This is an optimization exercise on Yosys and OpenROAD, whose aim is small area and a short achievable clock period, not a production implementation. At most, simulation tests tie the RTL to the original design; equivalence was not proved.

==> module relative_yaw, before the edit <==
module relative_yaw (
    input  logic [angle_pkg::M_W-1:0]  m_a,
    input  logic [angle_pkg::LO_W-1:0] lo_a,
    input  logic [angle_pkg::M_W-1:0]  m_b,
    input  logic [angle_pkg::LO_W-1:0] lo_b,
    output logic [5:0]                 rel_hi,
    output logic                       sign,
    output logic [angle_pkg::LO_W-1:0] rel_lo
);
    logic              borrow, l9;
    logic signed [6:0] y;
    logic              ge22, ge23, ge24, le22, le23, le24;
    logic              sub45, add45;
    logic [6:0]        k;
    logic [6:0]        r;
    assign {borrow, rel_lo} = {1'b0, lo_a} - {1'b0, lo_b};
    assign l9 = rel_lo[9];
    assign y = {1'b0, m_a} - {1'b0, m_b};
    assign ge22 = y >=  7'sd22;
    assign ge23 = y >=  7'sd23;
    assign ge24 = y >=  7'sd24;
    assign le22 = y <= -7'sd22;
    assign le23 = y <= -7'sd23;
    assign le24 = y <= -7'sd24;
    always_comb begin
        if (borrow) begin
            sub45 = ge24 | (ge23 & l9);
            add45 = le23 | (le22 & ~l9);
        end else begin
            sub45 = ge23 | (ge22 & l9);
            add45 = le24 | (le23 & ~l9);
        end
        case ({sub45, add45, borrow})
            3'b100:  k = 7'h53;    
            3'b101:  k = 7'h52;    
            3'b010:  k = 7'h2d;    
            3'b011:  k = 7'h2c;    
            3'b001:  k = 7'h7f;    
            default: k = 7'h00;
        endcase
    end
    assign r      = y + k;
    assign rel_hi = r[5:0];
    assign sign   = r[6];
endmodule
==> module yaw_tracker_top, before the edit <==
module yaw_tracker_top (
    input  logic                clk,
    input  logic                rst_n,
    input  logic                sample_valid,
    input  logic                calibrate,
    input  imu_pkg::rate_t      rate_a,
    input  imu_pkg::rate_t      rate_b,
    output angle_pkg::angle_t   yaw_a,
    output angle_pkg::angle_t   yaw_b,
    output angle_pkg::angle_t   rel_yaw,
    output angle_pkg::heading_t heading,
    output logic                out_valid
);
    localparam int LO_W = angle_pkg::LO_W;
    localparam int M_W  = angle_pkg::M_W;
    logic        v0, v1, v2;
    logic        c0;
    logic [15:0] ra0, rb0;
    logic [LO_W-1:0] lo_a, lo_b;
    logic [M_W-1:0]  mb_a, mb_b;
    logic            c_a, ovp_a, ovn_a, c_b, ovp_b, ovn_b;
    logic [M_W-1:0]  m_a, m_b;
    logic [LO_W-1:0] ya_lo_1, yb_lo_1;
    logic [M_W-1:0]  ya_m_1, yb_m_1;
    logic [LO_W-1:0] dl;
    logic [5:0]      rel_hi;
    logic [LO_W-1:0] ya_lo_q, yb_lo_q, rel_lo_q;
    logic [M_W-1:0]  ya_m_q, yb_m_q;
    logic [5:0]      rel_hi_q;
    logic            rel_sgn, rel_sgn_q;
    always_ff @(posedge clk or negedge rst_n) begin
        if (!rst_n) begin
            v0 <= 1'b0;
            v1 <= 1'b0;
            v2 <= 1'b0;
            c0 <= 1'b0;
        end else begin
            v0 <= sample_valid;
            v1 <= v0;
            v2 <= v1;
            c0 <= sample_valid && calibrate;
        end
    end
    always_ff @(posedge clk) begin
        ra0 <= rate_a;
        rb0 <= rate_b;
    end
    gyro_integrator gyro_integrator_a_i (
        .clk   (clk),
        .rst_n (rst_n),
        .valid (v0),
        .clear (c0),
        .rate  (ra0),
        .lo    (lo_a),
        .mb    (mb_a),
        .c     (c_a),
        .ovp   (ovp_a),
        .ovn   (ovn_a)
    );
    gyro_integrator gyro_integrator_b_i (
        .clk   (clk),
        .rst_n (rst_n),
        .valid (v0),
        .clear (c0),
        .rate  (rb0),
        .lo    (lo_b),
        .mb    (mb_b),
        .c     (c_b),
        .ovp   (ovp_b),
        .ovn   (ovn_b)
    );
    logic [7:0] ma_raw, mb_raw;
    assign ma_raw = {2'b00, mb_a} + {{5{ovp_a}}, ovp_a | ovn_a, 1'b0, c_a};
    assign mb_raw = {2'b00, mb_b} + {{5{ovp_b}}, ovp_b | ovn_b, 1'b0, c_b};
    fold45 fold_a_i (.x(ma_raw), .m(m_a));
    fold45 fold_b_i (.x(mb_raw), .m(m_b));
    always_ff @(posedge clk or negedge rst_n) begin
        if (!rst_n) begin
            ya_lo_1  <= '0;
            yb_lo_1  <= '0;
            ya_m_1   <= '0;
            yb_m_1   <= '0;
        end else begin
            ya_lo_1  <= lo_a;
            yb_lo_1  <= lo_b;
            ya_m_1   <= m_a;
            yb_m_1   <= m_b;
        end
    end
    relative_yaw relative_yaw_i (
        .m_a    (ya_m_1),
        .lo_a   (ya_lo_1),
        .m_b    (yb_m_1),
        .lo_b   (yb_lo_1),
        .rel_hi (rel_hi),
        .sign   (rel_sgn),
        .rel_lo (dl)
    );
    always_ff @(posedge clk or negedge rst_n) begin
        if (!rst_n) begin
            ya_lo_q   <= '0;
            yb_lo_q   <= '0;
            ya_m_q    <= '0;
            yb_m_q    <= '0;
            rel_lo_q  <= '0;
            rel_hi_q  <= '0;
            out_valid <= 1'b0;
        end else begin
            ya_lo_q   <= ya_lo_1;
            yb_lo_q   <= yb_lo_1;
            ya_m_q    <= ya_m_1;
            yb_m_q    <= yb_m_1;
            rel_lo_q  <= dl;
            rel_hi_q  <= rel_hi;
            out_valid <= v2;
        end
    end
    assign yaw_a   = {8'd0, ya_m_q, ya_lo_q, 8'd0};
    assign yaw_b   = {8'd0, yb_m_q, yb_lo_q, 8'd0};
    always_ff @(posedge clk or negedge rst_n) begin
        if (!rst_n) begin
            rel_sgn_q <= 1'b0;
        end else begin
            rel_sgn_q <= rel_sgn;
        end
    end
    assign rel_yaw = {{4{rel_sgn_q}}, {5{rel_hi_q[5]}}, rel_hi_q[4:0], rel_lo_q, 8'd0};
    assign heading = {ya_m_q, ya_lo_q[9:7]};
endmodule
Settings: LEC_CHECK=0, ABC_AREA=1, CAP_MARGIN=20, CORE_MARGIN=2, CORE_UTILIZATION=65, CTS_BUF_LIST=sky130_fd_sc_hd__clkbuf_8, PLACE_DENSITY=0.75, SLEW_MARGIN=20; clock period 10.0 ns.
standard.sh (not shown) runs the stock make flow with config.mk's settings and CLKGATE_MAP_FILE= SYNTH_SCRIPT=/design/flow/synth_recipe.tcl, a recipe that flattens the netlist after the stock synthesis.
==> flow/flow/run.sh <==
#!/bin/bash
set -euo pipefail
MARGIN=$(cat flow/margin.txt)
bash standard.sh ADDER_MAP_FILE= synth > synth.log 2>&1
bash standard.sh SETUP_SLACK_MARGIN=$MARGIN floorplan > floorplan.log 2>&1
bash standard.sh SETUP_SLACK_MARGIN=$MARGIN "BUFFER_PORTS_ARGS=-buffer_cell sky130_fd_sc_hd__buf_1" place > place.log 2>&1
bash standard.sh SETUP_SLACK_MARGIN=$MARGIN cts > cts.log 2>&1
bash standard.sh SETUP_SLACK_MARGIN=$MARGIN route > route.log 2>&1
bash standard.sh SETUP_SLACK_MARGIN=$MARGIN finish > finish.log 2>&1
==> flow/flow/margin.txt <==
6.8
==> next run, changes <==
--- a/flow/design.v
+++ b/flow/design.v
@@ -146,4 +146,5 @@
     output logic [5:0]                 rel_hi,
     output logic                       sign,
+    output logic                       sign3,
     output logic [angle_pkg::LO_W-1:0] rel_lo
 );
@@ -182,5 +183,8 @@
     assign r      = y + k;
     assign rel_hi = r[5:0];
+    logic [7:0] r8;
     assign sign   = r[6];
+    assign r8     = {y[6], y} + {k[6], k};
+    assign sign3  = r8[7];
 endmodule
 `default_nettype wire
@@ -216,5 +220,5 @@
     logic [M_W-1:0]  ya_m_q, yb_m_q;
     logic [5:0]      rel_hi_q;
-    logic            rel_sgn, rel_sgn_q;
+    logic            rel_sgn, rel_sgn_q, rel_sgn3, rel_sgn3_q;
     always_ff @(posedge clk or negedge rst_n) begin
         if (!rst_n) begin
@@ -283,4 +287,5 @@
         .rel_hi (rel_hi),
         .sign   (rel_sgn),
+        .sign3  (rel_sgn3),
         .rel_lo (dl)
     );
@@ -308,10 +313,12 @@
     always_ff @(posedge clk or negedge rst_n) begin
         if (!rst_n) begin
-            rel_sgn_q <= 1'b0;
+            rel_sgn_q  <= 1'b0;
+            rel_sgn3_q <= 1'b0;
         end else begin
-            rel_sgn_q <= rel_sgn;
+            rel_sgn_q  <= rel_sgn;
+            rel_sgn3_q <= rel_sgn3;
         end
     end
-    assign rel_yaw = {{4{rel_sgn_q}}, {5{rel_hi_q[5]}}, rel_hi_q[4:0], rel_lo_q, 8'd0};
+    assign rel_yaw = {{3{rel_sgn3_q}}, {3{rel_sgn_q}}, {3{rel_hi_q[5]}}, rel_hi_q[4:0], rel_lo_q, 8'd0};
     assign heading = {ya_m_q, ya_lo_q[9:7]};
 endmodule
What happened: Cell count hardly moves. Hold slack gets worse by 14 ps. Fmax went up by 0.98%. Via count barely changes. Final area is about the same.

---

== main ==
Another version of the RTL of yaw_tracker_top (not shown whole).
Size in the first run: ~1400 cells after synthesis, about 180 flip-flops, roughly 11000 µm² of cells after synthesis.
==> module gyro_integrator, before the edit <==
module gyro_integrator (
    input  logic                       clk,
    input  logic                       rst_n,
    input  logic                       clear,
    input  logic [15:0]                rate,
    output logic [angle_pkg::LO_W-1:0] lo,
    output logic [angle_pkg::M_W-1:0]  mb,
    output logic                       c,
    output logic                       ovp,
    output logic                       ovn
);
    logic [15:0] r;
    logic [13:0] q;
    logic [15:0] low_n;
    logic        c16;
    logic [7:0]  hi_p1, hi_m1, hi_n;
    logic        c_n, ovp_n, ovn_n;
    logic [7:0]  ps;
    logic [7:0]  a;
    logic [5:0]  mb_n;
    assign r = rate;
    kadd #(.W(16)) add_low_i (
        .a    ({q[5:0], lo}),
        .b    (r),
        .cin  (1'b0),
        .s    (low_n),
        .cout (c16)
    );
    assign c_n = low_n[10] ^ q[0] ^ r[10];
    kadd #(.W(8)) inc_i (.a(q[13:6]), .b(8'h00), .cin(1'b1), .s(hi_p1), .cout());
    kadd #(.W(8)) dec_i (.a(q[13:6]), .b(8'hff), .cin(1'b0), .s(hi_m1), .cout());
    always_comb begin
        case ({r[15], c16})
            2'b01:   hi_n = hi_p1;
            2'b10:   hi_n = hi_m1;
            default: hi_n = q[13:6];
        endcase
    end
    assign ovp_n = (q[13:6] == 8'h7f) & ~r[15] &  c16;
    assign ovn_n = (q[13:6] == 8'h80) &  r[15] & ~c16;
    assign ps = {{5{ovp}}, ovp | ovn, 1'b0, c} + {{2{r[15]}}, r[15:10]};
    assign a  = {2'b00, mb} + ps;
    fold45 fold_i (.x(a), .m(mb_n));
    always_ff @(posedge clk or negedge rst_n) begin
        if (!rst_n) begin
            lo  <= '0;
            q   <= '0;
            mb  <= '0;
            c   <= 1'b0;
            ovp <= 1'b0;
            ovn <= 1'b0;
        end else if (clear) begin
            lo  <= '0;
            q   <= '0;
            mb  <= '0;
            c   <= 1'b0;
            ovp <= 1'b0;
            ovn <= 1'b0;
        end else begin
            lo  <= low_n[9:0];
            q   <= {hi_n, low_n[15:10]};
            mb  <= mb_n;
            c   <= c_n;
            ovp <= ovp_n;
            ovn <= ovn_n;
        end
    end
endmodule
==> module yaw_tracker_top, before the edit <==
module yaw_tracker_top (
    input  logic                clk,
    input  logic                rst_n,
    input  logic                sample_valid,
    input  logic                calibrate,
    input  imu_pkg::rate_t      rate_a,
    input  imu_pkg::rate_t      rate_b,
    output angle_pkg::angle_t   yaw_a,
    output angle_pkg::angle_t   yaw_b,
    output angle_pkg::angle_t   rel_yaw,
    output angle_pkg::heading_t heading,
    output logic                out_valid
);
    localparam int LO_W = angle_pkg::LO_W;
    localparam int M_W  = angle_pkg::M_W;
    logic        v0, v1, v2;
    logic        c0;
    logic [15:0] ra0, rb0;
    logic [LO_W-1:0] lo_a, lo_b;
    logic [M_W-1:0]  mb_a, mb_b;
    logic            c_a, ovp_a, ovn_a, c_b, ovp_b, ovn_b;
    logic [M_W-1:0]  m_a, m_b;
    logic [LO_W-1:0] ya_lo_1, yb_lo_1;
    logic [M_W-1:0]  ya_m_1, yb_m_1;
    logic [LO_W-1:0] dl;
    logic [5:0]      rel_hi;
    logic [LO_W-1:0] ya_lo_q, yb_lo_q, rel_lo_q;
    logic [M_W-1:0]  ya_m_q, yb_m_q;
    logic [5:0]      rel_hi_q;
    logic            rel_sgn, rel_sgn_q;
    always_ff @(posedge clk or negedge rst_n) begin
        if (!rst_n) begin
            v0 <= 1'b0;
            v1 <= 1'b0;
            v2 <= 1'b0;
            c0 <= 1'b0;
        end else begin
            v0 <= sample_valid;
            v1 <= v0;
            v2 <= v1;
            c0 <= sample_valid && calibrate;
        end
    end
    always_ff @(posedge clk or negedge rst_n) begin
        if (!rst_n) begin
            ra0 <= '0;
            rb0 <= '0;
        end else begin
            ra0 <= sample_valid ? rate_a : 16'd0;
            rb0 <= sample_valid ? rate_b : 16'd0;
        end
    end
    gyro_integrator gyro_integrator_a_i (
        .clk   (clk),
        .rst_n (rst_n),
        .clear (c0),
        .rate  (ra0),
        .lo    (lo_a),
        .mb    (mb_a),
        .c     (c_a),
        .ovp   (ovp_a),
        .ovn   (ovn_a)
    );
    gyro_integrator gyro_integrator_b_i (
        .clk   (clk),
        .rst_n (rst_n),
        .clear (c0),
        .rate  (rb0),
        .lo    (lo_b),
        .mb    (mb_b),
        .c     (c_b),
        .ovp   (ovp_b),
        .ovn   (ovn_b)
    );
    logic [7:0] ma_raw, mb_raw;
    assign ma_raw = {2'b00, mb_a} + {{5{ovp_a}}, ovp_a | ovn_a, 1'b0, c_a};
    assign mb_raw = {2'b00, mb_b} + {{5{ovp_b}}, ovp_b | ovn_b, 1'b0, c_b};
    fold45 fold_a_i (.x(ma_raw), .m(m_a));
    fold45 fold_b_i (.x(mb_raw), .m(m_b));
    always_ff @(posedge clk or negedge rst_n) begin
        if (!rst_n) begin
            ya_lo_1  <= '0;
            yb_lo_1  <= '0;
            ya_m_1   <= '0;
            yb_m_1   <= '0;
        end else begin
            ya_lo_1  <= lo_a;
            yb_lo_1  <= lo_b;
            ya_m_1   <= m_a;
            yb_m_1   <= m_b;
        end
    end
    relative_yaw relative_yaw_i (
        .m_a    (ya_m_1),
        .lo_a   (ya_lo_1),
        .m_b    (yb_m_1),
        .lo_b   (yb_lo_1),
        .rel_hi (rel_hi),
        .sign   (rel_sgn),
        .rel_lo (dl)
    );
    always_ff @(posedge clk or negedge rst_n) begin
        if (!rst_n) begin
            ya_lo_q   <= '0;
            yb_lo_q   <= '0;
            ya_m_q    <= '0;
            yb_m_q    <= '0;
            rel_lo_q  <= '0;
            rel_hi_q  <= '0;
            out_valid <= 1'b0;
        end else begin
            ya_lo_q   <= ya_lo_1;
            yb_lo_q   <= yb_lo_1;
            ya_m_q    <= ya_m_1;
            yb_m_q    <= yb_m_1;
            rel_lo_q  <= dl;
            rel_hi_q  <= rel_hi;
            out_valid <= v2;
        end
    end
    assign yaw_a   = {8'd0, ya_m_q, ya_lo_q, 8'd0};
    assign yaw_b   = {8'd0, yb_m_q, yb_lo_q, 8'd0};
    always_ff @(posedge clk or negedge rst_n) begin
        if (!rst_n) begin
            rel_sgn_q <= 1'b0;
        end else begin
            rel_sgn_q <= rel_sgn;
        end
    end
    assign rel_yaw = {{4{rel_sgn_q}}, {5{rel_hi_q[5]}}, rel_hi_q[4:0], rel_lo_q, 8'd0};
    assign heading = {ya_m_q, ya_lo_q[9:7]};
endmodule
clock: 10.0 ns
lec_check: 0
abc_area: 1
cap_margin: 20
core_margin: 2
core_utilization: 40
cts_buf_list: sky130_fd_sc_hd__clkbuf_8
slew_margin: 20
==> flow/flow/margin.txt <==
7.0
Scripts as last shown in full above: flow/flow/run.sh
The following lists how the feature branch was set up differently from main:
--- a/flow/design.v
+++ b/flow/design.v
@@ -18,6 +18,7 @@
 module gyro_integrator (
     input  logic                       clk,
     input  logic                       rst_n,
+    input  logic                       valid,
     input  logic                       clear,
     input  logic [15:0]                rate,
     output logic [angle_pkg::LO_W-1:0] lo,
@@ -35,7 +36,7 @@
     logic [7:0]  ps;
     logic [7:0]  a;
     logic [5:0]  mb_n;
-    assign r = rate;
+    assign r = valid ? rate : 16'd0;
     kadd #(.W(16)) add_low_i (
         .a    ({q[5:0], lo}),
         .b    (r),
@@ -228,18 +229,14 @@
             c0 <= sample_valid && calibrate;
         end
     end
-    always_ff @(posedge clk or negedge rst_n) begin
-        if (!rst_n) begin
-            ra0 <= '0;
-            rb0 <= '0;
-        end else begin
-            ra0 <= sample_valid ? rate_a : 16'd0;
-            rb0 <= sample_valid ? rate_b : 16'd0;
-        end
+    always_ff @(posedge clk) begin
+        ra0 <= rate_a;
+        rb0 <= rate_b;
     end
     gyro_integrator gyro_integrator_a_i (
         .clk   (clk),
         .rst_n (rst_n),
+        .valid (v0),
         .clear (c0),
         .rate  (ra0),
         .lo    (lo_a),
@@ -251,6 +248,7 @@
     gyro_integrator gyro_integrator_b_i (
         .clk   (clk),
         .rst_n (rst_n),
+        .valid (v0),
         .clear (c0),
         .rate  (rb0),
         .lo    (lo_b),
## What came out
Going from main to the feature branch, via count of the first global-routing pass moved up; final critical-path setup slack rose by 0.0076 ns. Re total of max-cap violations: no difference whatsoever between the feature branch and main. Sequential element share of the synthesized area: higher on main. For sum of overflow across all layers after global routing, main and the feature branch come out practically identical. The feature branch vs main: number of clock buffers in the layout up in the feature branch. Relative to main, the final cell area reported for the feature branch is lower. The feature branch against main: post-synthesis instance total saw an increase, final net count saw an increase, remaining antenna violation count after routing saw little to no change, total of plain and repair buffers excluding clock buffers saw an increase, number of vias in the routed layout saw an increase. Delta(half-perimeter wire length after placement, the feature branch - main) > 0.
Function not checked in main: the RTL went through the layout flow alone.

[port drivers added, routing unchanged]
The flow's constraints put no driver on any port. The routed layouts listed below were extracted and timed again, unchanged, in two steps.
Step 1: set_driving_cell puts a clkbuf_16 on clk and a buf_2 on each other input, an assumption about the parent block.
Step 2 adds t to the input delays and takes it off the output delays; t is the mean of the earliest and latest rising clock arrival at the registers after step 1. Input paths then give back, and output paths get back, about the clock's delay inside the block.
a / b / c = no drivers / after step 1 / after step 2; a / b = the first two.
run | t (ns) | setup WS [ns] | worst setup path after step 2 | worst data-port slew with drivers (ns) | cell pins on the clock port's net
the first run of note 1 | 0.491 | 6.982 / 6.942 / 6.754 | input, reset recovery | 0.05 | 1
the second run of note 1 | 0.502 | 7.011 / 6.971 / 6.626 | input, reset recovery | 0.05 | 1
main | 0.502 | 6.972 / 6.927 / 6.850 | input, reset recovery | 0.04 | 1
the feature branch | 0.504 | 6.979 / 6.938 / 6.811 | input, reset recovery | 0.05 | 1
After both steps every run listed still meets setup and hold. The setup slack of the second run of note 1, which loses most, moves by -0.040 ns with the drivers and by -0.385 ns with both steps. Setup slack includes reset recovery checks.
